What follows belongs to an exercise in optimizing a design on an open flow for small area; a production flow would make more cautious choices. At most, simulation tests tie the RTL to the original design; equivalence was not proved. The RTL of run 1 was laid out without a check of its function. In every run shown here, the design's own scripts or RTL, not TritonCTS, make the clock network. The flow treats the clock pin as an ideal source. Dropping or thinning the clock tree relies on that and would not hold on a real chip. Power figures rest on the tool's default switching activity, not on a simulated workload.

**flow/pre_cts.tcl**
```tcl
# Stands in for TritonCTS: a two-level tree of small buffers (see manual_cts.tcl).
# Early sinks: the last delay stage (dly[96..103]); late sinks: the result register.
source [file join [file dirname [info script]] manual_cts.tcl]
rename clock_tree_synthesis triton_clock_tree_synthesis
proc clock_tree_synthesis { args } {
  manual_clock_tree sky130_fd_sc_hd__buf_4 10 sky130_fd_sc_hd__buf_4 2 \
    {^dly\\\[(9[6-9]|10[0-3])\\\]} {^res_n} 2
}
```
**constraint.sdc**
```tcl
create_clock -name core_clock -period 4.0 [get_ports {clk}]
set_input_delay 0.8000 -clock core_clock [delete_from_list [all_inputs] [get_ports {clk}]]
set_output_delay 0.8000 -clock core_clock [all_outputs]
set_load 0.01 [all_outputs]
```
**config.mk**
```make
export PLATFORM = sky130hd
export DESIGN_NAME = cordic_sincos
export DESIGN_NICKNAME = cordic_sincos
export VERILOG_FILES = /design/flow/design.v
export SDC_FILE = /design/flow/constraint.sdc
export NUM_CORES = 4
export LEC_CHECK = 0
export CAP_MARGIN = 5
export CORE_MARGIN = 2
export CORE_UTILIZATION = 55
export GPL_TIMING_DRIVEN = 0
export SETUP_SLACK_MARGIN = -0.2
export SLEW_MARGIN = 5
```
**flow/manual_cts.tcl**
```tcl
# A two-level clock tree of small buffers, built by hand in place of TritonCTS.
# The clock port drives a few root buffers; each root drives a group of leaf
# buffers, each leaf one spatial group of flip-flops. Two register groups get
# useful skew for the one long register-to-register path (last delay stage ->
# table logic -> result register), which no port path crosses:
#  - early sinks (the last delay stage) hang on the root nets directly;
#  - late sinks (the result register) get leaves fed from a normal leaf's net.

proc mcts_center { inst } {
  set bb [$inst getBBox]
  return [list [expr {([$bb xMin] + [$bb xMax]) / 2}] [expr {([$bb yMin] + [$bb yMax]) / 2}]]
}

# split items ({x y payload}) into k groups of near-equal size, recursively
# cutting across the longer side
proc mcts_groups { items k } {
  if { $k <= 1 || [llength $items] <= 1 } { return [list $items] }
  set xs [lsort -integer [lmap i $items {lindex $i 0}]]
  set ys [lsort -integer [lmap i $items {lindex $i 1}]]
  set w [expr {[lindex $xs end] - [lindex $xs 0]}]
  set h [expr {[lindex $ys end] - [lindex $ys 0]}]
  set idx [expr {$w >= $h ? 0 : 1}]
  set sorted [lsort -integer -index $idx $items]
  set k1 [expr {$k / 2}]
  set n1 [expr {([llength $sorted] * $k1 + $k / 2) / $k}]
  return [concat [mcts_groups [lrange $sorted 0 [expr {$n1 - 1}]] $k1] \
                 [mcts_groups [lrange $sorted $n1 end] [expr {$k - $k1}]]]
}

proc mcts_nearest { xy cands } {
  # cands: list of {x y payload}; returns the payload nearest to xy
  set best ""
  set bd -1
  foreach c $cands {
    set d [expr {abs([lindex $c 0] - [lindex $xy 0]) + abs([lindex $c 1] - [lindex $xy 1])}]
    if { $bd < 0 || $d < $bd } { set bd $d; set best [lindex $c 2] }
  }
  return $best
}

# drive the iterms in group (items {x y iterm}) from a new buffer of master
# whose input is on net in_net; returns {x y inst out_net}
proc mcts_buffer { block master name group in_net } {
  set inst [odb::dbInst_create $block $master "clkbuf_$name"]
  set net [odb::dbNet_create $block "clknet_$name"]
  $net setSigType CLOCK
  set sx 0; set sy 0
  foreach item $group {
    set it [lindex $item 2]
    $it disconnect
    $it connect $net
    incr sx [lindex $item 0]; incr sy [lindex $item 1]
  }
  set n [llength $group]
  set x [expr {$sx / $n}]
  set y [expr {$sy / $n}]
  [$inst findITerm A] connect $in_net
  [$inst findITerm X] connect $net
  $inst setLocation $x $y
  $inst setPlacementStatus PLACED
  puts "manual clock tree: clkbuf_$name ([$master getName]) drives $n pins"
  return [list $x $y $inst $net]
}

proc manual_clock_tree { leaf_cell n_leaves root_cell n_roots early_re late_re n_late } {
  set db [ord::get_db]
  set block [ord::get_db_block]
  set clk [$block findNet clk]
  set leaf_master [$db findMaster $leaf_cell]
  set root_master [$db findMaster $root_cell]
  set normal {}
  set early {}
  set late {}
  foreach it [$clk getITerms] {
    set inst [$it getInst]
    set item [concat [mcts_center $inst] [list $it]]
    set name [$inst getName]
    if { [regexp $early_re $name] } {
      lappend early $item
    } elseif { [regexp $late_re $name] } {
      lappend late $item
    } else {
      lappend normal $item
    }
  }
  puts "manual clock tree: [llength $normal] normal, [llength $early] early, [llength $late] late sinks"
  # normal leaves, first on the clock net, moved under the roots below
  set leaves {}
  set i 0
  foreach g [mcts_groups $normal $n_leaves] {
    lappend leaves [mcts_buffer $block $leaf_master "leaf_$i" $g $clk]
    incr i
  }
  # late leaves, fed from the nearest normal leaf's output net
  set j 0
  foreach g [mcts_groups $late $n_late] {
    set sx 0; set sy 0
    foreach item $g { incr sx [lindex $item 0]; incr sy [lindex $item 1] }
    set xy [list [expr {$sx / [llength $g]}] [expr {$sy / [llength $g]}]]
    set src [mcts_nearest $xy [lmap l $leaves {list [lindex $l 0] [lindex $l 1] [lindex $l 3]}]]
    mcts_buffer $block $leaf_master "late_$j" $g $src
    incr j
  }
  # roots: each drives a group of normal leaves and the early sinks nearest to it
  set litems [lmap l $leaves {list [lindex $l 0] [lindex $l 1] [[lindex $l 2] findITerm A]}]
  set rgroups [mcts_groups $litems $n_roots]
  set centers {}
  set k 0
  foreach g $rgroups {
    set sx 0; set sy 0
    foreach item $g { incr sx [lindex $item 0]; incr sy [lindex $item 1] }
    lappend centers [list [expr {$sx / [llength $g]}] [expr {$sy / [llength $g]}] $k]
    incr k
  }
  foreach e $early {
    set r [mcts_nearest [lrange $e 0 1] $centers]
    lset rgroups $r [concat [lindex $rgroups $r] [list $e]]
  }
  set k 0
  foreach g $rgroups {
    mcts_buffer $block $root_master "root_$k" $g $clk
    incr k
  }
  global_connect
}
```
**standard.sh**
```bash
#!/bin/bash
# synth_recipe.tcl (not shown) runs the flow's synth.tcl, then flattens the netlist and writes it again
# the make line also repeats each setting of config.mk as NAME=value (left out here)
make -C /OpenROAD-flow-scripts/flow DESIGN_CONFIG=/design/flow/config.mk WORK_HOME=/design/flow/orfs CLKGATE_MAP_FILE= SYNTH_SCRIPT=/design/flow/synth_recipe.tcl "${@:-finish}"
```
**design.v**
```verilog
`default_nettype none
package cordic_pkg;
    typedef logic signed [8-1:0] angle_t;
endpackage
`default_nettype wire
`default_nettype none
module cordic_lut (
    input  logic [7:0]  a,
    output logic [15:0] q_n
);
    logic n25, n26, n27, n28, n29, n30, n31, n32, n33, n34, n35, n36;
    logic n37, n38, n39, n40, n41, n42, n43, n44, n45, n46, n47, n48;
    logic n49, n50, n51, n52, n53, n54, n55, n56, n57, n58, n59, n60;
    logic n61, n62, n63, n64, n65, n66, n67, n68, n69, n70, n71, n72;
    logic n73, n74, n75, n76, n77, n78, n79, n80, n81, n82, n83, n84;
    logic n85, n86, n87, n88, n89, n90, n91, n92, n93, n94, n95, n96;
    logic n97, n98, n99, n100, n101, n102, n103, n104, n105, n106, n107, n108;
    logic n109, n110, n111, n112, n113, n114, n115, n116, n117, n118, n119, n120;
    logic n121, n122, n123, n124, n125, n126, n127, n128, n129, n130, n131, n132;
    logic n133, n134, n135, n136, n137, n138, n139, n140, n141, n142, n143, n144;
    logic n145, n146, n147, n148, n150, n151, n152, n153, n154, n155, n156, n157;
    logic n158, n159, n160, n161, n162, n163, n164, n165, n166, n167, n168, n169;
    logic n171, n172, n173, n174, n175, n176, n177, n178, n179, n180, n181, n182;
    logic n183, n184, n185, n186, n187, n188, n190, n191, n192, n193, n194, n195;
    logic n196, n197, n198, n199, n201, n202, n203, n204, n205, n206, n207, n208;
    logic n209, n210, n211, n212, n214, n215, n216, n219, n220, n221, n222, n223;
    logic n224, n225, n226, n227, n228, n229, n230, n231, n233, n234, n235, n236;
    logic n237, n238, n239, n240, n241, n242, n243, n244, n245, n246, n248, n249;
    logic n250, n251, n252, n253, n254, n255, n256, n257, n258, n259, n260, n261;
    logic n262, n263, n264, n265, n266, n267, n268, n269, n270, n271, n272, n273;
    logic n274, n275, n276, n277, n279, n280, n281, n282, n283, n284, n285, n286;
    logic n287, n288, n289, n290, n291, n292, n293, n294, n295, n296, n297, n299;
    logic n301, n302, n303, n304, n305, n306, n307, n308, n309, n310, n312, n313;
    logic n314, n315, n316, n317, n319, n320, n321, n322;
    assign n25 = a[0] & a[7];
    assign n26 = ~a[1] & ~n25;
    assign n27 = ~a[0] & ~a[7];
    assign n28 = a[2] & a[3];
    assign n29 = ~n27 & ~n28;
    assign n30 = n26 & ~n29;
    assign n31 = ~n25 & ~n27;
    assign n32 = a[4] & a[5];
    assign n33 = ~a[1] & ~n32;
    assign n34 = ~a[1] & ~a[2];
    assign n35 = a[1] & a[2];
    assign n36 = ~n34 & ~n35;
    assign n37 = a[3] & a[4];
    assign n38 = ~n36 & n37;
    assign n39 = ~n33 & n38;
    assign n40 = a[5] & ~n37;
    assign n41 = n36 & n40;
    assign n42 = ~a[2] & ~n37;
    assign n43 = a[5] & ~n42;
    assign n44 = ~a[3] & ~a[4];
    assign n45 = ~n43 & n44;
    assign n46 = ~n41 & ~n45;
    assign n47 = ~n39 & n46;
    assign n48 = n31 & ~n47;
    assign n49 = a[1] & ~n27;
    assign n50 = a[2] & ~a[5];
    assign n51 = ~n49 & n50;
    assign n52 = a[1] & ~a[2];
    assign n53 = n25 & n52;
    assign n54 = ~a[1] & n27;
    assign n55 = ~n53 & ~n54;
    assign n56 = ~n51 & n55;
    assign n57 = ~a[2] & n44;
    assign n58 = n56 & ~n57;
    assign n59 = ~n47 & ~n58;
    assign n60 = ~a[4] & ~a[5];
    assign n61 = a[3] & ~n60;
    assign n62 = a[1] & a[5];
    assign n63 = a[0] & n62;
    assign n64 = ~a[2] & ~n32;
    assign n65 = ~n63 & ~n64;
    assign n66 = n61 & n65;
    assign n67 = ~n31 & ~n66;
    assign n68 = ~n59 & n67;
    assign n69 = ~n48 & ~n68;
    assign n70 = n30 & ~n69;
    assign n71 = n32 & ~n63;
    assign n72 = ~a[3] & ~n71;
    assign n73 = a[5] & n31;
    assign n74 = ~a[2] & n32;
    assign n75 = ~n73 & ~n74;
    assign n76 = ~n72 & n75;
    assign n77 = ~a[1] & ~a[4];
    assign n78 = a[2] & ~n44;
    assign n79 = ~n77 & ~n78;
    assign n80 = n73 & n79;
    assign n81 = ~a[6] & n56;
    assign n82 = ~n80 & n81;
    assign n83 = ~n76 & n82;
    assign n84 = ~n70 & n83;
    assign n85 = ~n26 & ~n62;
    assign n86 = ~n27 & ~n85;
    assign n87 = n37 & ~n86;
    assign n88 = ~a[4] & a[5];
    assign n89 = ~n25 & n88;
    assign n90 = ~a[1] & a[5];
    assign n91 = ~n89 & ~n90;
    assign n92 = ~n87 & n91;
    assign n93 = ~a[3] & n49;
    assign n94 = ~a[3] & a[4];
    assign n95 = ~n53 & ~n94;
    assign n96 = ~n93 & n95;
    assign n97 = ~a[2] & a[5];
    assign n98 = ~n50 & ~n97;
    assign n99 = n96 & n98;
    assign n100 = n92 & n99;
    assign n101 = ~a[6] & ~n60;
    assign n102 = ~n56 & n101;
    assign n103 = ~n100 & ~n102;
    assign n104 = a[3] & ~n103;
    assign n105 = ~a[2] & a[6];
    assign n106 = a[3] & ~n105;
    assign n107 = a[1] & a[7];
    assign n108 = ~n106 & n107;
    assign n109 = ~a[1] & a[2];
    assign n110 = a[6] & ~a[7];
    assign n111 = n109 & n110;
    assign n112 = a[2] & ~a[3];
    assign n113 = ~n111 & ~n112;
    assign n114 = ~n108 & n113;
    assign n115 = n60 & ~n114;
    assign n116 = a[6] & n31;
    assign n117 = a[6] & n32;
    assign n118 = ~n116 & ~n117;
    assign n119 = ~n115 & n118;
    assign n120 = ~n104 & n119;
    assign n121 = a[3] & ~a[4];
    assign n122 = ~n39 & ~n121;
    assign n123 = n43 & ~n122;
    assign n124 = a[2] & a[4];
    assign n125 = ~n62 & n124;
    assign n126 = n34 & n44;
    assign n127 = ~a[6] & ~n126;
    assign n128 = ~n125 & n127;
    assign n129 = ~n123 & n128;
    assign n130 = ~a[3] & n62;
    assign n131 = ~n124 & n130;
    assign n132 = ~n45 & n131;
    assign n133 = n129 & ~n132;
    assign n134 = ~a[2] & ~a[3];
    assign n135 = a[0] & ~n28;
    assign n136 = ~n134 & ~n135;
    assign n137 = n60 & ~n136;
    assign n138 = n33 & ~n137;
    assign n139 = a[1] & n137;
    assign n140 = a[6] & ~n139;
    assign n141 = ~n138 & n140;
    assign n142 = ~n133 & ~n141;
    assign n143 = n62 & n142;
    assign n144 = ~n28 & n60;
    assign n145 = ~n134 & n144;
    assign n146 = n116 & n145;
    assign n147 = ~n143 & ~n146;
    assign n148 = ~n120 & n147;
    assign q_n[0] = ~n84 & ~n148;
    assign n150 = ~a[7] & q_n[0];
    assign n151 = ~n142 & n150;
    assign n152 = ~n90 & n94;
    assign n153 = ~n64 & ~n94;
    assign n154 = ~n135 & n153;
    assign n155 = ~n152 & ~n154;
    assign n156 = a[1] & ~a[3];
    assign n157 = n50 & n156;
    assign n158 = a[3] & n62;
    assign n159 = ~a[6] & ~n158;
    assign n160 = ~n157 & n159;
    assign n161 = ~n155 & n160;
    assign n162 = a[0] & n133;
    assign n163 = ~a[1] & a[3];
    assign n164 = ~n156 & ~n163;
    assign n165 = n162 & n164;
    assign n166 = ~n161 & ~n165;
    assign n167 = ~n60 & ~n166;
    assign n168 = ~n141 & ~n167;
    assign n169 = ~n150 & n168;
    assign q_n[1] = ~n151 & ~n169;
    assign n171 = n142 & ~n161;
    assign n172 = ~n150 & n171;
    assign n173 = ~a[1] & n154;
    assign n174 = n60 & ~n173;
    assign n175 = a[6] & ~n174;
    assign n176 = ~a[0] & ~a[1];
    assign n177 = n105 & ~n176;
    assign n178 = ~n175 & ~n177;
    assign n179 = ~n61 & ~n126;
    assign n180 = n178 & n179;
    assign n181 = n32 & ~n34;
    assign n182 = ~n36 & n175;
    assign n183 = ~n181 & ~n182;
    assign n184 = ~n180 & n183;
    assign n185 = n172 & n184;
    assign n186 = n124 & n129;
    assign n187 = ~n184 & ~n186;
    assign n188 = ~n172 & n187;
    assign q_n[2] = ~n185 & ~n188;
    assign n190 = ~n105 & ~n184;
    assign n191 = ~n185 & ~n190;
    assign n192 = a[5] & ~a[6];
    assign n193 = n44 & n192;
    assign n194 = ~a[4] & ~a[6];
    assign n195 = a[3] & ~n194;
    assign n196 = ~n193 & ~n195;
    assign n197 = ~n191 & ~n196;
    assign n198 = n191 & n196;
    assign n199 = ~n117 & ~n198;
    assign q_n[3] = n197 | ~n199;
    assign n201 = ~a[3] & n191;
    assign n202 = ~a[4] & n201;
    assign n203 = ~n192 & n202;
    assign n204 = a[3] & n192;
    assign n205 = a[4] & ~a[5];
    assign n206 = a[6] & n205;
    assign n207 = ~n204 & ~n206;
    assign n208 = ~n191 & ~n207;
    assign n209 = a[4] & n192;
    assign n210 = a[3] & n206;
    assign n211 = ~n209 & ~n210;
    assign n212 = ~n208 & n211;
    assign q_n[4] = n203 | ~n212;
    assign n214 = ~a[5] & a[6];
    assign n215 = ~n203 & ~n214;
    assign n216 = n202 & n214;
    assign q_n[5] = ~n215 & ~n216;
    assign q_n[7] = ~a[6] | ~n215;
    assign n219 = n130 & ~n136;
    assign n220 = ~a[6] & ~n219;
    assign n221 = ~n32 & ~n60;
    assign n222 = ~a[3] & ~n221;
    assign n223 = a[1] & ~n88;
    assign n224 = ~a[0] & ~n223;
    assign n225 = ~n222 & n224;
    assign n226 = ~a[5] & ~n225;
    assign n227 = ~a[2] & ~n226;
    assign n228 = n220 & n227;
    assign n229 = ~n32 & ~n228;
    assign n230 = ~a[6] & n229;
    assign n231 = n201 & n230;
    assign q_n[6] = q_n[7] & ~n231;
    assign n233 = ~n96 & ~q_n[4];
    assign n234 = ~n74 & ~n92;
    assign n235 = a[6] & ~n30;
    assign n236 = ~n234 & n235;
    assign n237 = ~n233 & n236;
    assign n238 = a[4] & n54;
    assign n239 = ~a[6] & ~n238;
    assign n240 = n69 & n239;
    assign n241 = n117 & n134;
    assign n242 = ~n112 & ~n206;
    assign n243 = ~n50 & n54;
    assign n244 = ~n242 & n243;
    assign n245 = ~n241 & ~n244;
    assign n246 = ~n240 & n245;
    assign q_n[8] = n237 | ~n246;
    assign n248 = ~a[0] & ~n44;
    assign n249 = a[1] & ~n248;
    assign n250 = n226 & ~n249;
    assign n251 = ~n79 & n135;
    assign n252 = ~a[0] & ~n121;
    assign n253 = n90 & ~n252;
    assign n254 = ~n251 & n253;
    assign n255 = ~n39 & n220;
    assign n256 = ~n254 & n255;
    assign n257 = ~n250 & n256;
    assign n258 = ~n66 & n257;
    assign n259 = ~a[1] & n124;
    assign n260 = ~a[6] & ~n259;
    assign n261 = ~n94 & ~n157;
    assign n262 = ~n260 & n261;
    assign n263 = ~n100 & n262;
    assign n264 = a[7] & ~n263;
    assign n265 = ~n258 & n264;
    assign n266 = a[2] & ~n176;
    assign n267 = ~n78 & ~n266;
    assign n268 = ~n162 & ~n267;
    assign n269 = n43 & ~n268;
    assign n270 = a[5] & ~n266;
    assign n271 = ~a[5] & n266;
    assign n272 = n94 & ~n271;
    assign n273 = ~n270 & n272;
    assign n274 = ~n178 & ~n273;
    assign n275 = ~n269 & n274;
    assign n276 = ~n257 & ~n275;
    assign n277 = ~a[7] & ~n276;
    assign q_n[9] = ~n265 & ~n277;
    assign n279 = ~a[3] & ~n174;
    assign n280 = n28 & n174;
    assign n281 = a[6] & ~n134;
    assign n282 = ~n221 & n281;
    assign n283 = ~n280 & n282;
    assign n284 = ~n279 & n283;
    assign n285 = n269 & ~n284;
    assign n286 = n32 & n256;
    assign n287 = ~n230 & ~n286;
    assign n288 = ~n50 & ~n112;
    assign n289 = ~n225 & ~n288;
    assign n290 = ~n287 & ~n289;
    assign n291 = ~n269 & n284;
    assign n292 = ~n290 & ~n291;
    assign n293 = ~n285 & n292;
    assign n294 = a[7] & ~n276;
    assign n295 = ~n264 & ~n294;
    assign n296 = n293 & ~n295;
    assign n297 = ~n293 & n295;
    assign q_n[10] = n296 | n297;
    assign n299 = q_n[2] & ~n245;
    assign q_n[14] = ~a[7] & ~n299;
    assign n301 = ~a[3] & ~n229;
    assign n302 = ~n269 & n301;
    assign n303 = a[3] & n229;
    assign n304 = ~n35 & n60;
    assign n305 = a[6] & ~n304;
    assign n306 = ~n303 & ~n305;
    assign n307 = ~n302 & n306;
    assign n308 = ~q_n[14] & ~n307;
    assign n309 = ~n146 & n307;
    assign n310 = q_n[14] & n309;
    assign q_n[11] = n308 | n310;
    assign n312 = a[4] & ~a[6];
    assign n313 = n302 & ~n312;
    assign n314 = ~n194 & ~n302;
    assign n315 = ~n313 & ~n314;
    assign n316 = q_n[14] & ~n315;
    assign n317 = ~q_n[14] & n315;
    assign q_n[12] = ~n316 & ~n317;
    assign n319 = a[5] & ~n126;
    assign n320 = ~a[6] & ~n319;
    assign n321 = ~q_n[14] & n320;
    assign n322 = q_n[14] & ~n320;
    assign q_n[13] = ~n321 & ~n322;
    assign q_n[15] = ~a[7];
endmodule
`default_nettype wire
`default_nettype none
`timescale 1ns/1ps
module cordic_sincos (
    input  logic               clk,
    input  logic               rst_n,
    input  cordic_pkg::angle_t angle,
    output cordic_pkg::angle_t sine,
    output cordic_pkg::angle_t cosine
);
    localparam int DEPTH = 14;
    localparam int DLY_N = DEPTH - 1;
    logic [8*DLY_N-1:0] dly;
    logic [7:0]         folded;
    assign folded = {dly[7], dly[6:0] ^ {7{dly[7]}}};
    always_ff @(posedge clk) begin
        dly <= {dly[8*(DLY_N-1)-1:8], folded, angle};
    end
    logic [15:0] lut_n;
    logic [15:0] res_n;
    cordic_lut u_lut (
        .a(dly[8*DLY_N-1 -: 8]),
        .q_n(lut_n)
    );
    always_ff @(posedge clk) begin
        res_n <= lut_n;
    end
    logic [3:0] run;
    logic       run_fb;
    logic       valid;
    assign run_fb = run[3] ? (~run[0] & (run[2] | run[1])) : run[0];
    assign valid  = (run == 4'b0000);
    always_ff @(posedge clk or negedge rst_n) begin
        if (!rst_n) begin
            run <= 4'b0011;
        end else begin
            run <= {run[2:0], run_fb};
        end
    end
    assign sine   = valid ? ~res_n[15:8] : 8'h00;
    assign cosine = valid ? ~res_n[7:0]  : 8'h00;
endmodule
`default_nettype wire
```
**flow/run.sh**
```bash
#!/bin/bash
# Own layout flow: the standard layout, except that
#  - the clock tree is two levels of small buffers (flow/pre_cts.tcl), with
#    useful skew on the delay line -> table -> result register path;
#  - ports are buffered with the smallest buffer.
# Registers, their names and cell types are those of the standard synthesis.
set -euo pipefail
HERE=$(pwd)

# the standard synthesis script with only the ABC script swapped
sed -e 's|log_cmd abc {\*}\$abc_args|log_cmd abc -script '"$HERE"'/flow/abc_area_only.script {*}[lrange $abc_args 2 end]|' \
    "$FLOW_HOME/scripts/synth.tcl" > "$HERE/synth_area.tcl"
grep -q 'abc_area_only.script' "$HERE/synth_area.tcl"
sed -e 's|source \$::env(SCRIPTS_DIR)/synth.tcl|source '"$HERE"'/synth_area.tcl|' \
    "$HERE/synth_recipe.tcl" > "$HERE/own_synth.tcl"
grep -q 'synth_area.tcl' "$HERE/own_synth.tcl"

bash "$HERE/standard.sh" \
    "SYNTH_SCRIPT=$HERE/own_synth.tcl" \
    "ADDER_MAP_FILE=" \
    "PRE_CTS_TCL=$HERE/flow/pre_cts.tcl" \
    "BUFFER_PORTS_ARGS=-buffer_cell sky130_fd_sc_hd__buf_1" \
    finish > "$HERE/flow_make.log" 2>&1
```
**flow/abc_area_only.script**
```
strash
dch
map -a
topo
stime -c
```
==> impl_metrics.ini, run 1 <==
[status]
outcome = no timing/DRC/antenna violations

[synth]
synth_fp_nets = 369
yosysTopAreaCellShare = 0.6602
synth-compound-area-share = 0.1204
synth_top_family_by_area = simple AND/OR/NAND/NOR gates
synth.most_common_cell = dfxtp_1
synth.mux.area_fraction = 0
synth-seq-cells = 124
synth_fa_ha_area_frac = 0
synthSimpleGateAreaFrac = 0.1338
synthTopCellsByCount = dfxtp_1 (120), nor2_1 (72), clkinv_1 (30), nand2_1 (29), a21oi_1 (22)
ys_seq_area_frac = 0.6884
synthArstFlopShare = 0.03226
syn_area_per_cell_um2 = 10.14
ys.flop_type = dfxtp_1
yosys.area.top_type = dfxtp_1
synth_cell_types = 28
syn_inst = 359
ys_warn_count = 1
synth_area_leaders = dfxtp_1 (66%), nor2_1 (7.4%), clkinv_1 (3.1%)
synth_xor_area_frac = 0.02648
synthesis.area_mm2 = 0.003638
synth_edf_count = 0

[drt]
via_per_inst = 5.491
wirelength_mm = 7.644
num_vias = 2608
postRouteAntennaNets = 0
drtIter0Drc = 268
wl_per_cell_um = 16.09
drtPass1Iterations = 5
drc = 0

[layout]
areaGrowthSynthToFinish_pct = 8.115
final_nets = 410
diodes = 0
fin_cells = 475
layout-drive-gt1-share = 0.04020

[worst_setup_path]
path_max_fanout = 10
cp-end-kind = flip-flop
slowest_delay_ns = 0.67
crit_slowest_cell = nor2_1
critPathArrivalTime_ns = 4.14
start_kind = flip-flop
crit_top_cell = nand2_1
critPathLaunch = dly[101]
path_delay_family = simple AND/OR/NAND/NOR gates
required_ns = 4.38
rr_startpoint = dly[101]
path_buf_inv = 2
critical_path_class = flip-flop to flip-flop
path_cells = clkinv_1 > nor2_1 > clkinv_1 > nor2_1 > nor3_1 > a2111oi_0 > o21a_1 > a31oi_1 > nand2_1 > nand3_1 > nand2_1 > nor2_1 > nand2_1 > nand3_1 > o2111ai_1 > nand2_1

[timing]
max-slew-margin-rel = 0.4307
setup_viol = 0
worst_slew_pin_slew_ns = 0.8324
fin_tns_setup_ns = 0
hold_violations = 0
skew_ns = 0.3518
max_freq_mhz = 266.4
fin_crit_sh = 0.9385
slew_viol_final = 0
holdWs_ns = 0.2438
fin_crit_ns = 3.754

[grt]
grt_max_degree = 19
grt_usage = 0.2108
use_met2 = 0.3686
grt-busiest-layer = met2
grt_antenna_before_repair = 0
met1_usage = 0.2898
use_met3 = 0.008755
grt_pass1_vias = 2474
grt-ovfl-total = 0
grt_pass1_wl_mm = 12.27

[power_and_ir_drop]
power.leakage_nw = 1.580
ir_drop_mv = 0.4716
power_per_cell_area_mw_per_mm2 = 585.0

[clock_network]
ctsHoldBuffers = 0
clkLatencyLatePin_ns = 0.50
cts_resized = 0
post_cts_buffers = 0
clkTransAtPathRegs_ns = 0.11

[die]
die_area_mm2 = 0.007282
die_y_um = 85.34
die_w_um = 85.34
pin_count = 26
core-area_mm2 = 0.006386
rows = 29
initial_core_util = 0.5697

[hold_path]
min_path_type = flip-flop to flip-flop
worstHoldStart = dly[103]

[placement]
dp_hpwl_mm = 5.331
gp_routability_congestion = 0.9397
dp.cells = 461
portBuffers = 25

[flow_run]
max_cap_violations = 0
logic make-up (layout without fill, tap and decap cells):
family                    after synthesis  count (layout)
buffers and inverters                  30              69
DFF                                   124             124
and+or+nand+nor                       122             122
xor gates and xnor gates               11              11
AOI/OAI and AO/OA                      72              72
report_power, final:
part           internal, mW  switching (mW)  total [mW]  leakage, nW
clock network         0.179           0.338       0.517       0.0673
logic                 0.112           0.229       0.342        0.452
registers              1.38          0.0636        1.44         1.06
worst paths after layout:
kind                             endpoint  slack, ns  depth (start not counted)
worst max-delay path             res_n[8]       0.25                         16
worst min-delay path            res_n[15]       0.24                          1
worst max register to register   res_n[8]       0.25                         16
worst min register to register  res_n[15]       0.24                          1
max in group asynchronous          run[0]       3.49                          1
min in group asynchronous          run[3]       0.27                          1
worst register-to-register path, stage by stage (launching register included):
cell and delay [ns]:
dfxtp_1 0.55, clkinv_1 0.39, nor2_1 0.67, clkinv_1 0.43
nor2_1 0.18, nor3_1 0.07, a2111oi_0 0.35, o21a_1 0.23
a31oi_1 0.08, nand2_1 0.15, nand3_1 0.10, nand2_1 0.18
nor2_1 0.09, nand2_1 0.10, nand3_1 0.12, o2111ai_1 0.21
nand2_1 0.09
stage by stage:
| step | utilization | setup slack (ns) | area (µm²) | power [mW] |
|---|---|---|---|---|
| CTS | 0.6160 | 0.07473 | 3934 | 2.203 |
| finish | 0.6160 | 0.2459 | 3934 | 2.301 |
| global placement | 0.5995 | -0.1346 | 3829 | 1.805 |
| floorplan | - | 1.259 | 3638 | 1.683 |
| global route | 0.6160 | -0.05380 | 3934 | 2.416 |
| detailed placement | 0.5995 | 0.06481 | 3829 | 1.806 |
area by class of cell:
class / count / area, µm²
Sequential cell: 124 / 2505
Fill cell: 530 / 2452
Multi-Input combinational cell: 205 / 1021
Inverter: 30 / 112.6
Buffer: 14 / 105.1
Tap cell: 77 / 96.34
Timing Repair Buffer: 25 / 93.84
layout by cell type (no fill, tap or decap), drive strengths merged, types with 3 or more instances in the layout:
cell,netlist,routed
o21ai,18,18
a211oi,3,3
o22ai,4,4
xor2,10,10
nor2,72,72
nand3,9,9
nor3,10,10
a31oi,5,5
buf,0,39
o21a,3,3
nand2,29,29
o211ai,5,5
dfxtp,120,120
clkinv,30,30
a21oi,22,22
layer usage:
| layer | part of all wire | up-vias |
|---|---|---|
| met5 | 0 | - |
| met3 | 0.054 | 11 |
| met1 | 0.44 | 1206 |
| met2 | 0.49 | 117 |
| met4 | 0.021 | 0 |
| li1 | - | 1274 |
flip-flops by register name, indices dropped and copies added (netlist names):
signal	count
res_n	16
run	4
dly	104
==> run 2, diff against run 1 <==
==> design.v (replaced) <==
`default_nettype none
package cordic_pkg;
    typedef logic signed [8-1:0] angle_t;
endpackage
`default_nettype wire
`default_nettype none
module cordic_lut (
    input  logic [7:0]  a,
    output logic [15:0] q_n
);
    logic n25, n26, n27, n28, n29, n30, n31, n32, n33, n34, n35, n36;
    logic n37, n38, n39, n40, n41, n42, n43, n44, n45, n46, n47, n48;
    logic n49, n51, n52, n53, n54, n55, n56, n57, n58, n59, n60, n61;
    logic n62, n63, n64, n65, n67, n68, n70, n71, n72, n73, n74, n75;
    logic n76, n77, n78, n79, n80, n81, n82, n83, n84, n85, n86, n87;
    logic n88, n89, n90, n91, n92, n93, n94, n95, n96, n97, n98, n99;
    logic n100, n101, n102, n103, n104, n105, n106, n107, n108, n109, n110, n111;
    logic n112, n113, n114, n115, n116, n117, n118, n119, n120, n121, n122, n123;
    logic n124, n125, n126, n128, n129, n130, n131, n132, n133, n134, n135, n136;
    logic n137, n138, n139, n140, n141, n142, n143, n144, n146, n147, n148, n149;
    logic n150, n151, n152, n153, n154, n155, n156, n157, n158, n159, n160, n162;
    logic n163, n164, n165, n166, n167, n168, n169, n170, n171, n172, n173, n174;
    logic n175, n176, n177, n178, n179, n180, n181, n182, n183, n184, n185, n186;
    logic n187, n188, n189, n190, n191, n192, n193, n194, n195, n196, n197, n198;
    logic n199, n201, n202, n203, n205, n206, n207, n208, n209, n210, n211, n212;
    logic n213, n214, n215, n216, n217, n218, n219, n220, n221, n222, n223, n224;
    logic n225, n226, n227, n228, n229, n230, n231, n233, n234, n235, n236, n238;
    logic n239, n240, n241, n242, n243, n244, n245, n246, n248, n249, n250, n251;
    logic n252, n254, n256, n257, n258, n259, n260, n261, n262, n263, n264, n265;
    logic n267, n268, n269, n270, n271, n272;
    assign n25 = ~a[0] & ~a[1];
    assign n26 = ~a[2] & a[3];
    assign n27 = n25 & ~n26;
    assign n28 = ~a[2] & ~a[4];
    assign n29 = n27 & n28;
    assign n30 = ~a[6] & ~n29;
    assign n31 = ~a[4] & ~a[5];
    assign n32 = ~a[0] & ~n31;
    assign n33 = ~a[1] & n32;
    assign n34 = a[2] & ~n33;
    assign n35 = a[3] & n34;
    assign n36 = a[4] & a[5];
    assign n37 = a[0] & a[1];
    assign n38 = n31 & n37;
    assign n39 = ~a[3] & ~n38;
    assign n40 = ~n34 & n39;
    assign n41 = ~n36 & ~n40;
    assign n42 = ~n35 & n41;
    assign n43 = ~n30 & ~n42;
    assign n44 = ~a[3] & ~a[4];
    assign n45 = n43 & n44;
    assign n46 = ~a[5] & n45;
    assign n47 = ~a[6] & n46;
    assign n48 = a[5] & a[6];
    assign n49 = ~n45 & n48;
    assign q_n[6] = ~n47 & ~n49;
    assign n51 = a[2] & ~n31;
    assign n52 = n44 & ~n51;
    assign n53 = ~a[2] & a[5];
    assign n54 = a[1] & a[2];
    assign n55 = ~n53 & ~n54;
    assign n56 = n52 & n55;
    assign n57 = ~a[1] & ~a[2];
    assign n58 = ~n36 & ~n57;
    assign n59 = a[3] & ~n53;
    assign n60 = n58 & n59;
    assign n61 = ~a[3] & ~n58;
    assign n62 = ~a[6] & ~n61;
    assign n63 = ~n60 & n62;
    assign n64 = ~n56 & ~n63;
    assign n65 = ~a[7] & ~n64;
    assign q_n[7] = q_n[6] | n65;
    assign n67 = a[6] & ~n46;
    assign n68 = ~n47 & ~n67;
    assign q_n[5] = q_n[7] & ~n68;
    assign n70 = ~a[0] & a[6];
    assign n71 = a[3] & a[4];
    assign n72 = ~n55 & n71;
    assign n73 = ~a[1] & n72;
    assign n74 = ~a[6] & ~n73;
    assign n75 = a[5] & ~n25;
    assign n76 = ~n37 & n75;
    assign n77 = a[2] & ~a[3];
    assign n78 = n76 & n77;
    assign n79 = n74 & ~n78;
    assign n80 = a[5] & ~n44;
    assign n81 = ~n71 & n80;
    assign n82 = a[2] & n81;
    assign n83 = ~a[2] & ~n81;
    assign n84 = ~n82 & ~n83;
    assign n85 = ~n25 & ~n84;
    assign n86 = n79 & ~n85;
    assign n87 = ~a[0] & a[1];
    assign n88 = n64 & n87;
    assign n89 = n86 & n88;
    assign n90 = ~a[1] & a[3];
    assign n91 = ~n31 & ~n90;
    assign n92 = ~n86 & ~n88;
    assign n93 = n91 & ~n92;
    assign n94 = ~n89 & n93;
    assign n95 = ~n70 & ~n94;
    assign n96 = ~n53 & ~n71;
    assign n97 = a[1] & ~n96;
    assign n98 = a[4] & ~n53;
    assign n99 = ~n28 & ~n77;
    assign n100 = ~n98 & n99;
    assign n101 = ~n97 & ~n100;
    assign n102 = ~n32 & ~n101;
    assign n103 = n95 & ~n102;
    assign n104 = ~q_n[5] & n103;
    assign n105 = a[3] & ~a[5];
    assign n106 = n54 & n105;
    assign n107 = ~a[2] & ~a[3];
    assign n108 = n31 & ~n107;
    assign n109 = a[6] & ~n108;
    assign n110 = ~a[1] & a[5];
    assign n111 = ~a[4] & n110;
    assign n112 = ~a[2] & n111;
    assign n113 = ~n109 & ~n112;
    assign n114 = a[2] & n36;
    assign n115 = ~n113 & ~n114;
    assign n116 = ~n106 & ~n115;
    assign n117 = n103 & n116;
    assign n118 = a[2] & n37;
    assign n119 = ~a[3] & a[5];
    assign n120 = ~n105 & ~n119;
    assign n121 = n118 & n120;
    assign n122 = ~a[6] & ~n121;
    assign n123 = ~a[0] & ~n36;
    assign n124 = ~n116 & n123;
    assign n125 = ~n122 & ~n124;
    assign n126 = ~n117 & n125;
    assign q_n[0] = ~n104 & ~n126;
    assign n128 = ~a[0] & n44;
    assign n129 = n51 & ~n128;
    assign n130 = ~a[3] & a[4];
    assign n131 = ~n25 & ~n110;
    assign n132 = n130 & n131;
    assign n133 = ~n129 & ~n132;
    assign n134 = n30 & n133;
    assign n135 = ~n125 & ~n134;
    assign n136 = ~a[5] & n107;
    assign n137 = ~a[4] & n136;
    assign n138 = ~a[1] & ~n36;
    assign n139 = ~n137 & n138;
    assign n140 = a[1] & n137;
    assign n141 = ~n139 & ~n140;
    assign n142 = ~n79 & n141;
    assign n143 = n135 & ~n142;
    assign n144 = ~n135 & n142;
    assign q_n[1] = n143 | n144;
    assign n146 = ~a[4] & ~n118;
    assign n147 = ~n105 & ~n118;
    assign n148 = a[4] & ~n147;
    assign n149 = ~n146 & ~n148;
    assign n150 = q_n[7] & ~n149;
    assign n151 = n79 & ~n150;
    assign n152 = ~n34 & ~n36;
    assign n153 = n32 & n57;
    assign n154 = n152 & ~n153;
    assign n155 = a[6] & ~n154;
    assign n156 = ~a[5] & ~a[6];
    assign n157 = a[3] & ~n156;
    assign n158 = ~a[4] & ~n157;
    assign n159 = ~n43 & n158;
    assign n160 = ~n155 & ~n159;
    assign q_n[2] = ~n151 & n160;
    assign n162 = a[5] & ~a[6];
    assign n163 = ~a[2] & a[4];
    assign n164 = ~a[1] & n163;
    assign n165 = n162 & ~n164;
    assign n166 = n43 & ~n165;
    assign n167 = n31 & n54;
    assign n168 = n77 & n152;
    assign n169 = ~n27 & n86;
    assign n170 = n25 & n77;
    assign n171 = n116 & ~n170;
    assign n172 = ~n169 & n171;
    assign n173 = ~n168 & ~n172;
    assign n174 = n77 & ~n173;
    assign n175 = ~a[5] & n25;
    assign n176 = n28 & n175;
    assign n177 = n120 & n163;
    assign n178 = ~n176 & ~n177;
    assign n179 = ~n174 & n178;
    assign n180 = ~n167 & n179;
    assign n181 = ~n74 & ~n180;
    assign n182 = n116 & n179;
    assign n183 = n76 & ~n182;
    assign n184 = ~a[4] & n120;
    assign n185 = a[0] & ~n119;
    assign n186 = ~n184 & ~n185;
    assign n187 = a[2] & n71;
    assign n188 = a[1] & ~n187;
    assign n189 = ~n186 & n188;
    assign n190 = n25 & ~n184;
    assign n191 = n74 & ~n190;
    assign n192 = ~n189 & n191;
    assign n193 = ~n183 & n192;
    assign n194 = ~n181 & ~n193;
    assign n195 = ~n146 & n194;
    assign n196 = ~n36 & ~n195;
    assign n197 = ~n71 & ~n196;
    assign n198 = ~n43 & n165;
    assign n199 = ~n197 & n198;
    assign q_n[3] = n166 | n199;
    assign n201 = ~n156 & ~n196;
    assign n202 = n45 & ~n162;
    assign n203 = ~n201 & ~n202;
    assign q_n[4] = q_n[7] & ~n203;
    assign n205 = n85 & n91;
    assign n206 = ~n187 & ~n205;
    assign n207 = ~a[5] & ~n206;
    assign n208 = ~n90 & ~n175;
    assign n209 = ~a[0] & ~n98;
    assign n210 = ~a[2] & ~n209;
    assign n211 = ~n208 & ~n210;
    assign n212 = n71 & ~n87;
    assign n213 = a[5] & ~n163;
    assign n214 = ~n170 & n213;
    assign n215 = ~n212 & n214;
    assign n216 = n37 & n44;
    assign n217 = a[6] & ~n216;
    assign n218 = ~n215 & n217;
    assign n219 = ~n211 & n218;
    assign n220 = ~n207 & n219;
    assign n221 = ~n97 & ~n111;
    assign n222 = a[2] & ~n221;
    assign n223 = ~n71 & n97;
    assign n224 = ~n52 & ~n223;
    assign n225 = ~n222 & n224;
    assign n226 = a[0] & ~n225;
    assign n227 = ~a[0] & ~n44;
    assign n228 = ~n72 & n227;
    assign n229 = ~n82 & n228;
    assign n230 = n79 & ~n229;
    assign n231 = ~n226 & n230;
    assign q_n[8] = n220 | n231;
    assign n233 = ~n176 & q_n[8];
    assign n234 = a[7] & ~n233;
    assign n235 = n194 & ~n234;
    assign n236 = ~n194 & n234;
    assign q_n[9] = ~n235 & ~n236;
    assign n238 = ~n194 & q_n[8];
    assign n239 = a[7] & ~n238;
    assign n240 = ~n95 & n136;
    assign n241 = ~n79 & n130;
    assign n242 = ~n173 & ~n241;
    assign n243 = ~n240 & n242;
    assign n244 = ~n239 & ~n243;
    assign n245 = ~n234 & ~n239;
    assign n246 = n243 & ~n245;
    assign q_n[10] = ~n244 & ~n246;
    assign n248 = n238 & n243;
    assign n249 = n42 & n248;
    assign n250 = a[7] & n64;
    assign n251 = ~n65 & ~n250;
    assign n252 = ~n248 & n251;
    assign q_n[11] = ~n249 & ~n252;
    assign n254 = a[2] & n45;
    assign q_n[14] = ~a[7] & ~n254;
    assign n256 = n44 & ~q_n[11];
    assign n257 = ~a[6] & ~n71;
    assign n258 = ~n256 & n257;
    assign n259 = q_n[14] & ~n258;
    assign n260 = ~a[3] & q_n[11];
    assign n261 = ~a[4] & n260;
    assign n262 = ~a[4] & ~q_n[14];
    assign n263 = ~n260 & ~n262;
    assign n264 = ~a[6] & ~n263;
    assign n265 = ~n261 & n264;
    assign q_n[12] = ~n259 & ~n265;
    assign n267 = n156 & ~q_n[14];
    assign n268 = ~n261 & n267;
    assign n269 = n162 & n261;
    assign n270 = ~a[6] & ~n80;
    assign n271 = q_n[14] & ~n270;
    assign n272 = ~n269 & ~n271;
    assign q_n[13] = ~n268 & n272;
    assign q_n[15] = ~a[7];
endmodule
`default_nettype wire
`default_nettype none
`timescale 1ns/1ps
module cordic_sincos (
    input  logic               clk,
    input  logic               rst_n,
    input  cordic_pkg::angle_t angle,
    output cordic_pkg::angle_t sine,
    output cordic_pkg::angle_t cosine
);
    localparam int DEPTH = 14;
    localparam int DLY_N = DEPTH - 1;
    logic [8*DLY_N-1:0] dly;
    logic [7:0]         folded;
    assign folded = {dly[7], dly[7] ? 7'd0 - dly[6:0] : dly[6:0]};
    always_ff @(posedge clk) begin
        dly <= {dly[8*(DLY_N-1)-1:8], folded, angle};
    end
    logic [15:0] lut_n;
    logic [15:0] res_n;
    cordic_lut u_lut (
        .a(dly[8*DLY_N-1 -: 8]),
        .q_n(lut_n)
    );
    always_ff @(posedge clk) begin
        res_n <= lut_n;
    end
    logic [3:0] run;
    logic       run_fb;
    logic       valid;
    assign run_fb = run[3] ? (~run[0] & (run[2] | run[1])) : run[0];
    assign valid  = (run == 4'b0000);
    always_ff @(posedge clk or negedge rst_n) begin
        if (!rst_n) begin
            run <= 4'b0011;
        end else begin
            run <= {run[2:0], run_fb};
        end
    end
    assign sine   = valid ? ~res_n[15:8] : 8'h00;
    assign cosine = valid ? ~res_n[7:0]  : 8'h00;
endmodule
`default_nettype wire
==> run 2 against run 1 <==
Power down 1.1%; cell area is 2.1% lower; sequential share of layout area grew 1.4 points; wire length is 15% lower; first-iteration DRC count fell by 13%; global-route usage down 2.1 points; cell count down 2.3%; synthesized cell count fell by 3.1%; largest cell class unchanged.
==> impl_metrics.ini, run 2 <==
[status]
outcome = no timing/DRC/antenna violations

[worst_setup_path]
rr_startpoint = dly[101]
critPathArrivalTime_ns = 4.07
critPathLaunch = dly[101]
r2r_end = res_n[13]
critical_path_class = flip-flop to flip-flop
path_max_fanout = 10
required_ns = 4.39
r2r_cells = 19
reg2reg_slack_ns = 0.32
start_kind = flip-flop
cp-end-kind = flip-flop
endpoint = res_n[13]

[synth]
yosysTopAreaCellShare = 0.6758
synth_edf_count = 0
synthTopCellsByCount = dfxtp_1 (120), nor2_1 (60), clkinv_1 (36), nand2_1 (30), o21ai_0 (25)
synth.most_common_cell = dfxtp_1
yosys.area.top_type = dfxtp_1
synth-seq-cells = 124
synth_cell_types = 25
syn_inst = 348
ys_warn_count = 1
synthArstFlopShare = 0.03226
ys_seq_area_frac = 0.7047
synth_area_leaders = dfxtp_1 (68%), nor2_1 (6.3%), clkinv_1 (3.8%)
synth_fp_nets = 358
syn_area_per_cell_um2 = 10.21
synthesis.area_mm2 = 0.003555
ys.flop_type = dfxtp_1

[die]
die_area_mm2 = 0.007122
die_y_um = 84.39
die_w_um = 84.39
pin_count = 26
core-area_mm2 = 0.006314
initial_core_util = 0.5630
rows = 29

[timing]
fin_crit_sh = 0.9192
setup_viol = 0
max-slew-margin-rel = 0.6144
holdWs_ns = 0.1323
max_freq_mhz = 272.0
worst_slew_pin_slew_ns = 0.5770
skew_ns = 0.3612
slew_viol_final = 0
fin_crit_ns = 3.677
hold_violations = 0

[placement]
gp_routability_congestion = 0.9453
placed_cell_area_mm2 = 0.003745
dp.cells = 450
portBuffers = 25
dp_hpwl_mm = 4.643

[drt]
drc = 0
num_vias = 2390
wirelength_mm = 6.488
drtPass1Iterations = 4
drtIter0Drc = 233
via_per_inst = 5.151
postRouteAntennaNets = 0
wl_per_cell_um = 13.98

[power_and_ir_drop]
p_clk_frac = 0.224
intPower_mw = 1.671
power.leakage_nw = 1.536
power_per_cell_area_mw_per_mm2 = 591.0
power_mw = 2.275
swShare = 0.2656
p_sw_mw = 0.6043
combPwrFrac = 0.144
ir_drop_mv = 0.5597
p_seq_frac = 0.632

[layout]
final_common_cell = dfxtp_1
postLayoutCellArea_mm2 = 0.003850
areaGrowthSynthToFinish_pct = 8.307
largest_register_ffs = 104
final_nets = 399
layout-drive-gt1-share = 0.04393
fin_cells = 464
top_register = dly
top_regs = dly: 104 flops, res_n: 16 flops, run: 4 flops
final_cell_mix = dfxtp_1 (120), nor2_1 (60), clkinv_1 (36)
diodes = 0
fin_util = 0.6098

[clock_network]
cts_resized = 0
clkTransAtPathRegs_ns = 0.10
clkLatencyLatePin_ns = 0.50
ctsHoldBuffers = 0
post_cts_buffers = 0

[flow_run]
max_cap_violations = 0

[hold_path]
min_path_type = flip-flop to flip-flop

[grt]
grt_usage = 0.1901
grt_antenna_before_repair = 0
grt-ovfl-total = 0
grt_pass1_wl_mm = 11.07
grt_pass1_vias = 2313
grt_max_degree = 17
==> run 2: cell types whose count changed in the layout (fill, tap and decap cells not counted), sizes merged, moves of 2 or more <==
cell and change:
nor2 -12, o21ai +7, clkinv +6, xor2 -6
nor3 -4, xnor2 +4, o211ai -3, a2111oi -2
a211oi -2, a311oi +2, nand3 +2, o21a -2
o31ai -2
==> run 2: routing by layer <==
| metal | vias up | wire length [µm] | global-route usage |
|---|---|---|---|
| li1 | 1224 | - | - |
| met1 | 1086 | 2806 | 0.2393 |
| met2 | 61 | 3178 | 0.3478 |
| met3 | 19 | 232 | 0.01278 |
| met4 | 0 | 270 | 0.06349 |
| met5 | - | 0 | 0 |
==> run 2: metrics by stage <==
step | setup slack, ns | setup TNS, ns
floorplan | 1.031 | 0
global placement | -0.07507 | -0.09471
detailed placement | 0.1338 | 0
CTS | 0.1276 | 0
global route | -0.06297 | -0.06297
finish | 0.3233 | 0
==> run 2: worst min-delay path by stage <==
stage	from	endpoint	slack [ns]	cells past startpoint
CTS	dly[10]	dly[18]	0.31	0
global placement	dly[74]	dly[82]	0.31	0
detailed placement	dly[10]	dly[18]	0.31	0
global route	dly[103]	res_n[15]	0.13	1
floorplan	dly[92]	dly[100]	0.31	0
finish	dly[103]	res_n[15]	0.13	1
==> run 2: power by group through the flow <==
| stage | sequential [mW] | clock, mW | combinational (mW) |
|---|---|---|---|
| floorplan | 1.45 | 0 | 0.236 |
| global placement | 1.46 | 0 | 0.328 |
| detailed placement | 1.47 | 0 | 0.324 |
| CTS | 1.47 | 0.395 | 0.325 |
| global route | 1.45 | 0.585 | 0.369 |
| finish | 1.44 | 0.510 | 0.327 |
==> run 2: area by class of cell <==
type	instances	area (µm²)
Buffer	14	105.1
Fill cell	559	2464
Inverter	36	135.1
Multi-Input combinational cell	188	914.6
Sequential cell	124	2505
Tap cell	77	96.34
Timing Repair Buffer	25	93.84
==> run 2: worst max-delay path, cell delays in order, from the launching register on <==
cell and delay, ns:
dfxtp_1 0.56, clkinv_1 0.38, nor2_1 0.43, nand2_1 0.12
a31oi_1 0.36, clkinv_1 0.17, a311oi_1 0.22, a21oi_1 0.09
clkinv_1 0.06, nand2_1 0.07, nand3_1 0.09, a21oi_1 0.07
nor2_1 0.32, clkinv_1 0.19, nand3_1 0.12, or2_2 0.11
nand2_1 0.10, nor2_1 0.18, nor4_1 0.07, a221oi_1 0.22
==> run 2: logic make-up (layout without fill, tap and decap cells) <==
logic type | after synthesis | in the layout | synth area share
AO/OA/AOI/OAI | 68 | 68 | 0.1088
XOR/XNOR | 9 | 9 | 0.02217
buffers and inverters | 36 | 75 | 0.03801
flip-flops | 124 | 124 | 0.7047
AND/OR/NAND/NOR | 111 | 111 | 0.1264
==> run 3, diff against run 2 <==
==> flow/abc_area_only.script (replaced) <==
strash
map -a
topo
stime -c
--- a/flow/manual_cts.tcl
+++ b/flow/manual_cts.tcl
@@ -62,12 +62,14 @@
   return [list $x $y $inst $net]
 }
 
-proc manual_clock_tree { leaf_cell n_leaves root_cell n_roots early_re late_re n_late } {
+proc manual_clock_tree { leaf_cell n_leaves root_cell n_roots early_re late_re n_late {late_cell ""} } {
   set db [ord::get_db]
   set block [ord::get_db_block]
   set clk [$block findNet clk]
   set leaf_master [$db findMaster $leaf_cell]
   set root_master [$db findMaster $root_cell]
+  if { $late_cell eq "" } { set late_cell $leaf_cell }
+  set late_master [$db findMaster $late_cell]
   set normal {}
   set early {}
   set late {}
@@ -98,7 +100,7 @@
     foreach item $g { incr sx [lindex $item 0]; incr sy [lindex $item 1] }
     set xy [list [expr {$sx / [llength $g]}] [expr {$sy / [llength $g]}]]
     set src [mcts_nearest $xy [lmap l $leaves {list [lindex $l 0] [lindex $l 1] [lindex $l 3]}]]
-    mcts_buffer $block $leaf_master "late_$j" $g $src
+    mcts_buffer $block $late_master "late_$j" $g $src
     incr j
   }
   # roots: each drives a group of normal leaves and the early sinks nearest to it
@@ -123,3 +125,59 @@
   }
   global_connect
 }
+
+# Largest slew (rise or fall, max corner) over the flip-flop clock pins on net.
+proc mcts_net_ff_slew { net } {
+  set mx 0.0
+  foreach p [get_pins -quiet -of_objects [get_nets [$net getName]] -filter "direction == input"] {
+    if { [get_property $p lib_pin_name] ne "CLK" } { continue }
+    foreach s [list [get_property $p slew_max_rise] [get_property $p slew_max_fall]] {
+      if { $s > $mx } { set mx $s }
+    }
+  }
+  return $mx
+}
+
+proc mcts_fix_slew { target_ns max_new max_port } {
+  set block [ord::get_db_block]
+  set clk [$block findNet clk]
+  set added 0
+  set_propagated_clock [all_clocks]
+  while { $added < $max_new } {
+    estimate_parasitics -placement
+    set worst ""
+    set worst_slew $target_ns
+    foreach net [$block getNets] {
+      if { ![string match "clknet_*" [$net getName]] } { continue }
+      set s [mcts_net_ff_slew $net]
+      if { $s > $worst_slew } { set worst_slew $s; set worst $net }
+    }
+    if { $worst eq "" } { break }
+    set drv ""
+    foreach it [$worst getITerms] {
+      if { [$it isOutputSignal] } { set drv [$it getInst] }
+    }
+    set in_net [[$drv findITerm A] getNet]
+    if { $in_net eq $clk && [llength [$clk getITerms]] >= $max_port } {
+      puts "manual clock tree: [$worst getName] slew $worst_slew, but the clock port drives $max_port pins already"
+      break
+    }
+    set items {}
+    foreach it [$worst getITerms] {
+      if { [$it isOutputSignal] } { continue }
+      lappend items [concat [mcts_center [$it getInst]] [list $it]]
+    }
+    if { [llength $items] < 2 } { break }
+    set halves [mcts_groups $items 2]
+    puts "manual clock tree: [$worst getName] slew [format %.3f $worst_slew] ns, splitting its [llength $items] loads"
+    mcts_buffer $block [$drv getMaster] "split_$added" [lindex $halves 1] $in_net
+    # move the first half's buffer to that half's centre
+    set sx 0; set sy 0
+    foreach item [lindex $halves 0] { incr sx [lindex $item 0]; incr sy [lindex $item 1] }
+    set n [llength [lindex $halves 0]]
+    $drv setLocation [expr {$sx / $n}] [expr {$sy / $n}]
+    incr added
+  }
+  global_connect
+  return $added
+}
==> flow/pre_cts.tcl (replaced) <==
# Stands in for TritonCTS: a two-level tree of small buffers (see manual_cts.tcl).
# Early sinks: the last delay stage (dly[96..103]); late sinks: the result
# register. Clock nets whose flip-flop pins would see a slew over 118 ps are
# then split.
source [file join [file dirname [info script]] manual_cts.tcl]
rename clock_tree_synthesis triton_clock_tree_synthesis
proc clock_tree_synthesis { args } {
  manual_clock_tree sky130_fd_sc_hd__buf_4 9 sky130_fd_sc_hd__buf_4 2 \
    {^dly\\\[(9[6-9]|10[0-3])\\\]} {^res_n} 2
  mcts_fix_slew 0.118 6 4
}
==> run 3 against run 2 <==
Combinational power fell by 23%; via count increased by 6.2%; sequential cell count did not move; cell area grew 2.5%; setup slack got worse by 0.18 ns; die area rose by 1.9%; core utilization rose by 1.2 points; largest power group unchanged; highest routed layer unchanged.
==> impl_metrics.ini, run 3 <==
[drt]
drc = 0
postRouteAntennaNets = 0
wirelength_mm = 6.579
wl_per_cell_um = 13.82
drtPass1Iterations = 5
drtIter0Drc = 333
num_vias = 2538
via_per_inst = 5.332

[layout]
top_regs = dly: 104 flops, res_n: 16 flops, run: 4 flops
final_common_cell = dfxtp_1
top_register = dly
areaGrowthSynthToFinish_pct = 8.871
final_cell_mix = dfxtp_1 (117), nor2_1 (52), clkinv_1 (38)
layout-drive-gt1-share = 0.06516
diodes = 0
final_nets = 411
largest_register_ffs = 104

[worst_setup_path]
path_max_fanout = 11
worst-path-stages = 19
r2r_cells = 19
r2r_end = res_n[12]
required_ns = 4.33
path_delay_family = compound AO/OA/AOI/OAI gates
slowest_delay_ns = 0.60
endpoint = res_n[12]
cp-end-kind = flip-flop
critical_path_class = flip-flop to flip-flop
crit_top_cell = o21ai_0
crit_slowest_cell = dfxtp_1
path_cells = clkinv_1 > nor2_1 > clkinv_1 > o21ai_0 > nand2_1 > o21ai_0 > a21oi_1 > nand2_1 > o211ai_1 > o21ai_0 > clkinv_1 > o21ai_0 > a31oi_1 > o22ai_1 > nand3_1 > mux2_2 > or2_2 > a31oi_1 > a31oi_1
start_kind = flip-flop
path_buf_inv = 3
critPathLaunch = dly[101]
critPathArrivalTime_ns = 4.19
reg2reg_slack_ns = 0.15
rr_startpoint = dly[101]

[synth]
ys.flop_type = dfxtp_1
ys_seq_area_frac = 0.6911
synth.most_common_cell = dfxtp_1
synthTopCellsByCount = dfxtp_1 (120), nor2_1 (52), clkinv_1 (40), nand2_1 (34), o21ai_0 (27)
synthesis.area_mm2 = 0.003625
synthArstFlopShare = 0.03226
yosysTopAreaCellShare = 0.6628
synth_cell_types = 27
syn_inst = 358
synth_edf_count = 0
synth_area_leaders = dfxtp_1 (66%), nor2_1 (5.4%), clkinv_1 (4.1%)
syn_area_per_cell_um2 = 10.12
ys_warn_count = 1
synth_fp_nets = 368
yosys.area.top_type = dfxtp_1
synth-seq-cells = 124

[die]
die_area_mm2 = 0.007256
rows = 29
initial_core_util = 0.5708
core-area_mm2 = 0.006350
die_w_um = 85.18
pin_count = 26
die_y_um = 85.18

[timing]
max_freq_mhz = 259.5
slew_viol_final = 0
setup_viol = 0
fin_tns_setup_ns = 0
max-slew-margin-rel = 0.6166
holdWs_ns = 0.1151
hold_violations = 0
fin_crit_ns = 3.854
skew_ns = 0.3550
worst_slew_pin_slew_ns = 0.5733
fin_crit_sh = 0.9635

[flow_run]
max_cap_violations = 0

[placement]
gp_routability_congestion = 0.9545
portBuffers = 25
dp_hpwl_mm = 4.473

[clock_network]
post_cts_buffers = 0
ctsHoldBuffers = 0
clkLatencyLatePin_ns = 0.46
clkTransAtPathRegs_ns = 0.08

[grt]
grt_usage = 0.1806
grt_antenna_before_repair = 0
grt_pass1_vias = 2344
grt_pass1_wl_mm = 10.81
grt-ovfl-total = 0
grt_max_degree = 17

[power_and_ir_drop]
power_per_cell_area_mw_per_mm2 = 558.5
ir_drop_mv = 0.4503
power.leakage_nw = 1.569

[status]
outcome = no timing/DRC/antenna violations

[hold_path]
min_path_type = flip-flop to flip-flop
-- run 3: power breakdown --
group	internal [mW]	switching, mW
clock network	0.206	0.349
logic	0.0877	0.166
registers	1.35	0.0468
-- run 3: worst min path at each step --
stage / start / endpoint / cells after the start
finish: dly[103] / res_n[15] / 1
global route: dly[103] / res_n[15] / 1
CTS: dly[103] / res_n[15] / 1
detailed placement: dly[9] / dly[17] / 0
global placement: dly[56] / dly[64] / 0
floorplan: dly[92] / dly[100] / 0
-- run 3: logic make-up after synthesis --
family | share of synthesized area
simple gates | 0.1201
compound gates | 0.1298
mux | 0.003106
xor+xnor | 0.01450
buf+inv | 0.04142
flops | 0.6911
-- run 3: metal layers --
| layer | GRT usage | part of all wire | vias up |
|---|---|---|---|
| li1 | - | - | 1275 |
| met1 | 0.2421 | 0.45 | 1135 |
| met2 | 0.3161 | 0.45 | 105 |
| met3 | 0.01362 | 0.064 | 23 |
| met4 | 0.04906 | 0.034 | 0 |
| met5 | 0 | 0 | - |
-- run 3: final cells by class --
cell class	count	area, µm²
multi-input combinational	194	969.7
tap	77	96.34
buffer	16	120.1
sequential	124	2509
timing repair buffer	25	93.84
fill	532	2404
inverter	40	157.7
-- run 3: metrics by stage --
stage               cell area, µm²  power [mW]  std cells  utilization  setup WS [ns]
finish                        3946       2.204        476       0.6215         0.1460
detailed placement            3815       1.672        460       0.6008        -0.1872
floorplan                     3625       1.587        358            -         0.6393
global placement              3815       1.671        460       0.6008        -0.3729
global route                  3946       2.313        476       0.6215        -0.1776
CTS                           3935       2.218        476       0.6197         0.1047
-- run 3: worst reg2reg max path, cell delays in order, from the launching register on --
cell and delay [ns]:
dfxtp_1 0.60, clkinv_1 0.38, nor2_1 0.20, clkinv_1 0.13, o21ai_0 0.12, nand2_1 0.12
o21ai_0 0.26, a21oi_1 0.15, nand2_1 0.14, o211ai_1 0.08, o21ai_0 0.10, clkinv_1 0.12
o21ai_0 0.24, a31oi_1 0.07, o22ai_1 0.42, nand3_1 0.15, mux2_2 0.34, or2_2 0.28
a31oi_1 0.13, a31oi_1 0.07
-- run 3: timing repair --
item                                   4_1_cts  5_1_grt
resized for setup                            0        5
setup endpoints to repair                    0        2
endpoints found under the hold margin        0        0
==> run 4, diff against run 3 <==
==> flow/abc_area_only.script (replaced) <==
strash
dch -f
map -a
topo
stime -c
==> run 4 against run 3 <==
Maximum frequency is 0.10% higher; synthesized area is 2.7% lower; via count fell by 5.9%; synthesized cell count is 7.5% lower; critical path depth fell by 1; sequential power increased by 3%; power increased by 3.4%; still clean; setup slack gained 0.0040 ns; sequential share of layout area grew 1.8 points; core utilization down 1.1 points; clock power down 7.9%; clock skew fell by 0.034 ns.
==> impl_metrics.ini, run 4 <==
[synth]
synth_fp_nets = 341
yosys.area.top_type = dfxtp_1
synth_edf_count = 0
synth.most_common_cell = dfxtp_1
syn_area_per_cell_um2 = 10.65
synthArstFlopShare = 0.03226
yosysTopAreaCellShare = 0.6813
synth-seq-cells = 124
ys_seq_area_frac = 0.7104
syn_inst = 331
ys_warn_count = 1
synthTopCellsByCount = dfxtp_1 (120), nor2_1 (56), clkinv_1 (32), o21ai_0 (24), a21oi_1 (21)
synth_cell_types = 30
ys.flop_type = dfxtp_1
synthesis.area_mm2 = 0.003526
synth_area_leaders = dfxtp_1 (68%), nor2_1 (6.0%), o21ai_0 (3.4%)

[worst_setup_path]
slowest_delay_ns = 0.57
required_ns = 4.35
cp-end-kind = flip-flop
r2r_end = res_n[12]
critPathArrivalTime_ns = 4.20
start_kind = flip-flop
r2r_cells = 18
reg2reg_slack_ns = 0.15
critical_path_class = flip-flop to flip-flop
rr_startpoint = dly[99]
path_cells = clkinv_1 > nor2_1 > nand2_1 > clkinv_1 > a21oi_1 > nand2_1 > clkinv_1 > nand2_1 > a21oi_1 > o21ai_0 > o21ai_0 > a311oi_1 > o211ai_1 > o21ai_0 > clkinv_1 > a22oi_1 > nor3_1 > a21oi_1
crit_slowest_cell = dfxtp_1
crit_top_cell = clkinv_1
path_max_fanout = 9

[placement]
dp_hpwl_mm = 4.388
portBuffers = 25
gp_routability_congestion = 0.9129
dp.cells = 433

[timing]
max_freq_mhz = 259.7
setup_viol = 0
holdWs_ns = 0.1610
fin_crit_ns = 3.850
worst_slew_pin_slew_ns = 0.5254
hold_violations = 0
skew_ns = 0.3211
max-slew-margin-rel = 0.6460
fin_crit_sh = 0.9625
slew_viol_final = 0

[hold_path]
min_to = res_n[15]
holdPathStages = 1
worstHoldStart = dly[103]
min_path_type = flip-flop to flip-flop

[drt]
postRouteAntennaNets = 0
wirelength_mm = 6.319
drc = 0
num_vias = 2388
via_per_inst = 5.330
wl_per_cell_um = 14.10
drtPass1Iterations = 5
drtIter0Drc = 295

[layout]
final_common_cell = dfxtp_1
areaGrowthSynthToFinish_pct = 8.730
top_regs = dly: 104 flops, res_n: 16 flops, run: 4 flops
layout-drive-gt1-share = 0.05930
final_nets = 383
top_register = dly
final_cell_mix = dfxtp_1 (119), nor2_1 (56), clkinv_1 (31)
diodes = 0
largest_register_ffs = 104
fin_cells = 448

[die]
pin_count = 26
die_w_um = 84.07
core-area_mm2 = 0.006277
initial_core_util = 0.5617
die_y_um = 84.07
die_area_mm2 = 0.007067
rows = 29

[clock_network]
clkLatencyLatePin_ns = 0.43
clkTransAtPathRegs_ns = 0.09
ctsHoldBuffers = 0

[grt]
grt_pass1_wl_mm = 10.43
grt_antenna_before_repair = 0
grt_pass1_vias = 2234
grt-ovfl-total = 0
grt_usage = 0.1781
grt_max_degree = 17

[status]
outcome = no timing/DRC/antenna violations

[power_and_ir_drop]
power_per_cell_area_mw_per_mm2 = 594.3
power.leakage_nw = 1.507
ir_drop_mv = 0.4579
power_mw = 2.278

[flow_run]
max_cap_violations = 0
run 4: cell count changes after synthesis, moves of 3 or more:
cell	previous run	this run
a311oi_1	0	4
clkinv_1	40	32
nand2_1	34	20
nand3_1	9	4
nand4_1	4	1
nor2_1	52	56
o21ai_0	27	24
o22ai_1	4	1
run 4: power by group:
group	switching, mW	total [mW]	internal, mW
sequential	0.0579	1.44	1.38
clock	0.318	0.511	0.192
combinational	0.214	0.327	0.113
run 4: worst max path at each step:
stage               startpoint   endpoint  slack, ns  cells past startpoint
floorplan             dly[101]  res_n[12]       0.95                     21
global placement      dly[101]  res_n[12]      -0.15                     20
detailed placement    dly[101]  res_n[12]      -0.11                     20
CTS                   dly[101]  res_n[12]       0.21                     20
global route           dly[99]  res_n[12]      -0.19                     18
finish                 dly[99]  res_n[12]       0.15                     18
run 4: kinds of logic (layout without fill, tap and decap cells):
kind of cell / Yosys count / after routing / synth area share
DFF: 124 / 124 / 0.7104
and+or+nand+nor: 92 / 92 / 0.1068
AOI/OAI and AO/OA: 75 / 75 / 0.1288
xor gates and xnor gates: 8 / 8 / 0.01987
buffers and inverters: 32 / 72 / 0.03407
run 4: worst max-delay path, delay by kind of cell, from the launching register on:
family | cells | cell delay [ns]
AND/OR/NAND/NOR | 5 | 0.96
flip-flops | 1 | 0.57
AO/OA/AOI/OAI | 9 | 1.77
buffers and inverters | 4 | 0.74
run 4: final cells by class:
type / count / area, µm²
inverters: 32 / 123.9
repair buffers: 25 / 93.84
plain buffers: 15 / 112.6
multi-input cells: 175 / 900.9
flip-flops and latches: 124 / 2506
well taps: 77 / 96.34
fillers: 545 / 2444
run 4: layer usage:
layer  global-route usage  wire length, µm  share of wire
met2               0.3131             3057           0.48
met3              0.01583              410          0.065
met5                    0                0              0
met4              0.06305              199          0.031
met1               0.2288             2652           0.42
run 4: per-stage QoR:
| stage | setup TNS (ns) | instance area (µm²) | worst slack [ns] | util |
|---|---|---|---|---|
| global placement | -0.1782 | 3716 | -0.1493 | 0.5920 |
| CTS | 0 | 3829 | 0.2103 | 0.6099 |
| finish | 0 | 3834 | 0.1500 | 0.6107 |
| global route | -0.1853 | 3834 | -0.1853 | 0.6107 |
| detailed placement | -0.1144 | 3716 | -0.1144 | 0.5920 |
| floorplan | 0 | 3526 | 0.9477 | - |
run 4: what timing repair did:
item	CTS	global route
endpoints found under the setup margin	0	2
setup buffers	0	0
gates resized for setup	0	2

==> re-timing with driven ports <==
The flow's constraints put no driver on any port. The routed layouts listed below were extracted and timed again, unchanged, in two steps. Step 1: set_driving_cell puts a clkbuf_16 on clk and a buf_2 on each other input, an assumption about the parent block. Step 2, shift: input delay + t, output delay - t, t = (earliest + latest rising clock arrival at the registers) / 2. This alone moves slack from input paths to output paths. Three values: ideal ports, drivers, drivers and shift; two values: the first two.
run	t, ns	setup slack, ns	hold slack, ns	worst setup path at the end	clock arrival spread, ns	worst slew at a driven data input, ns
run 1	0.357	0.246 / 0.246 / 0.246	0.244 / 0.244 / 0.244	register to register	0.352 / 0.351	0.03
run 2	0.357	0.323 / 0.323 / 0.323	0.132 / 0.132 / 0.132	register to register	0.361 / 0.361	0.03
run 3	0.335	0.146 / 0.146 / 0.146	0.115 / 0.115 / 0.115	register to register	0.355 / 0.355	0.03
run 4	0.309	0.150 / 0.150 / 0.150	0.161 / 0.161 / 0.161	register to register	0.321 / 0.321	0.03
Clock arrivals are far apart in every run listed, so t is only a midpoint there and step 2 fits no single register.
